This design comes from an exercise in tuning for small area, a short achievable clock period and few clock cycles on the open sky130 flow, not from production work.
Only simulation tests tie the RTL to the original design; equivalence was not proved.
Power and IR drop assume default switching activity.

Setup of north:
// xyolo_lanes
module xyolo_lanes
#(
  parameter int DATA_W   = xyolo_lanes_pkg::c_DATA_W,
  parameter int N_LANES  = xyolo_lanes_pkg::c_N_LANES,
  parameter int SHIFT_W  = xyolo_lanes_pkg::c_SHIFT_W,
  parameter int CNT_W    = xyolo_lanes_pkg::c_CNT_W,
  parameter int LEAKY_SH = xyolo_lanes_pkg::c_LEAKY_SH
) (
  input  logic                      clk,
  input  logic                      rst,
  input  logic                      start,
  input  logic [CNT_W-1:0]          cfg_n_acc,
  input  logic [CNT_W-1:0]          cfg_n_out,
  input  logic [2:0]                cfg_mp_win,
  input  logic                      cfg_bias,
  input  logic                      cfg_leaky,
  input  logic                      cfg_maxpool,
  input  logic                      cfg_bypass,
  input  logic [SHIFT_W-1:0]        cfg_shift,
  input  logic                      in_valid,
  output logic                      in_ready,
  input  logic [N_LANES*DATA_W-1:0] in_pixel,
  input  logic [N_LANES*DATA_W-1:0] in_weight,
  input  logic [N_LANES*DATA_W-1:0] in_bias,
  output logic                      out_valid,
  input  logic                      out_ready,
  output logic [N_LANES*DATA_W-1:0] out_data,
  output logic                      busy,
  output logic                      done
);
For scale: roughly 7600 cells after synthesis, about 930 flip-flops, about 300 I/O pins.
export LEC_CHECK = 0
export ABC_AREA = 1
export CAP_MARGIN = 10
export CORE_MARGIN = 2
export CORE_UTILIZATION = 60
export CTS_CLUSTER_DIAMETER = 120
export CTS_CLUSTER_SIZE = 24
export PLACE_DENSITY = 0.7
export SLEW_MARGIN = 10
export SYNTH_HIERARCHICAL = 1
create_clock -name core_clock -period 10.0 [get_ports {clk}]
standard.sh (not shown) runs the stock make flow with config.mk's settings and CLKGATE_MAP_FILE= SYNTH_SCRIPT=/design/flow/synth_recipe.tcl, a recipe that flattens the netlist after the stock synthesis.
==> flow/flow/run.sh <==
#!/bin/bash
# Standard synthesis unchanged, then the standard layout steps with the
# timing repair asked to leave extra setup margin (so that it sizes the
# critical paths for a period well below the 10 ns constraint) and with
# plain buffers, rather than delay cells, on the ports.
set -euo pipefail
MARGIN=$(cat flow/margin.txt)
bash standard.sh synth > synth.log 2>&1
bash standard.sh SETUP_SLACK_MARGIN=$MARGIN \
  BUFFER_PORTS_ARGS="-buffer_cell sky130_fd_sc_hd__buf_2" finish > layout.log 2>&1
==> flow/flow/margin.txt <==
6.5
Testbench counts of north, summed over its fixed seeds: cycles 40,467.
What south does differently from north at the input level:
# north
export LEC_CHECK = 0
export ABC_AREA = 1
export CAP_MARGIN = 10
export CORE_MARGIN = 2
export CORE_UTILIZATION = 60
export CTS_CLUSTER_DIAMETER = 120
export CTS_CLUSTER_SIZE = 24
export PLACE_DENSITY = 0.7
export SLEW_MARGIN = 10
export SYNTH_HIERARCHICAL = 1
create_clock -name core_clock -period 10.0 [get_ports {clk}]
# south
export LEC_CHECK = 0
export ABC_AREA = 1
export CAP_MARGIN = 20
export CORE_MARGIN = 2
export CORE_UTILIZATION = 50
export CTS_CLUSTER_DIAMETER = 120
export CTS_CLUSTER_SIZE = 24
export SLEW_MARGIN = 20
export SYNTH_HIERARCHICAL = 1
create_clock -name core_clock -period 10.0 [get_ports {clk}]
### Flow results
Comparing count of clock-buffer cells in the layout for north and south, the bigger number came from south. Number of gates resized after cts for south: about 10% down relative to north. south consumes more power than north does. [diff] final area, south relative to north: regression. south reports its capture point of the critical path as g_lane[2].u_lane.r_t1[15] while north reports g_lane[0].u_lane.r_big. Looking at cell-internal power, south sits about 0.54% above north. Summary of south over north: depth of the worst register-to-register path went up 3, number of I/O pins held steady.
Edits applied to the flow inputs when going from south to east:
# south
export LEC_CHECK = 0
export ABC_AREA = 1
export CAP_MARGIN = 20
export CORE_MARGIN = 2
export CORE_UTILIZATION = 50
export CTS_CLUSTER_DIAMETER = 120
export CTS_CLUSTER_SIZE = 24
export SLEW_MARGIN = 20
export SYNTH_HIERARCHICAL = 1
create_clock -name core_clock -period 10.0 [get_ports {clk}]
# east
export LEC_CHECK = 0
export ABC_AREA = 1
export CAP_MARGIN = 20
export CORE_MARGIN = 2
export CORE_UTILIZATION = 70
export CTS_CLUSTER_DIAMETER = 120
export CTS_CLUSTER_SIZE = 24
export PLACE_DENSITY = 0.8
export SLEW_MARGIN = 20
export SYNTH_HIERARCHICAL = 1
create_clock -name core_clock -period 10.0 [get_ports {clk}]
--- a/flow/flow/run.sh
+++ b/flow/flow/run.sh
@@ -8,3 +8,3 @@
 bash standard.sh synth > synth.log 2>&1
 bash standard.sh SETUP_SLACK_MARGIN=$MARGIN \
-  BUFFER_PORTS_ARGS="-buffer_cell sky130_fd_sc_hd__buf_2" finish > layout.log 2>&1
+  BUFFER_PORTS_ARGS="-buffer_cell sky130_fd_sc_hd__buf_1" finish > layout.log 2>&1
Notes after the runs:
east: full flow OK, the timing, DRC and antenna checks passed. Summed area of non-filler cells in the final layout (east vs. south) decreases by a few percent. More vias were needed by east than by south. Timing startpoint of the critical path = g_lane[1].u_lane.r_y[3]: east; timing startpoint of the critical path = g_lane[2].u_lane.r_y[3]: south. NOTE die extent in x south->east decreased by more than 10%.

separate check: timing with driven ports:
The flow's constraints put no driver on any port. The routed layouts listed below were extracted and timed again, unchanged, in two steps.
Step 1 (the two cells are an assumption about what drives the block):
set clk [get_ports {clk}]
set_driving_cell -lib_cell sky130_fd_sc_hd__clkbuf_16 $clk
set_driving_cell -lib_cell sky130_fd_sc_hd__buf_2 [delete_from_list [all_inputs] $clk]
Step 2, shift: input delay + t, output delay - t, t = (earliest + latest rising clock arrival at the registers) / 2. This alone moves slack from input paths to output paths.
Three values: ideal ports, drivers, drivers and shift; two values: the first two.
| run | shift t [ns] | setup slack, ns | hold slack, ns | worst data-port slew with drivers (ns) |
|---|---|---|---|---|
| north | 0.741 | 6.492 / 6.492 / 6.048 | 0.312 / 0.312 / 0.312 | 0.06 |
| south | 0.752 | 6.508 / 6.478 / 6.019 | 0.331 / 0.331 / 0.331 | 0.10 |
| east | 0.752 | 6.469 / 6.469 / 5.970 | 0.330 / 0.330 / 0.330 | 0.06 |
After both steps every run listed still meets setup and hold. For east, which loses most, drivers alone change the setup slack by 0.000 ns; drivers and shift together by -0.499 ns.
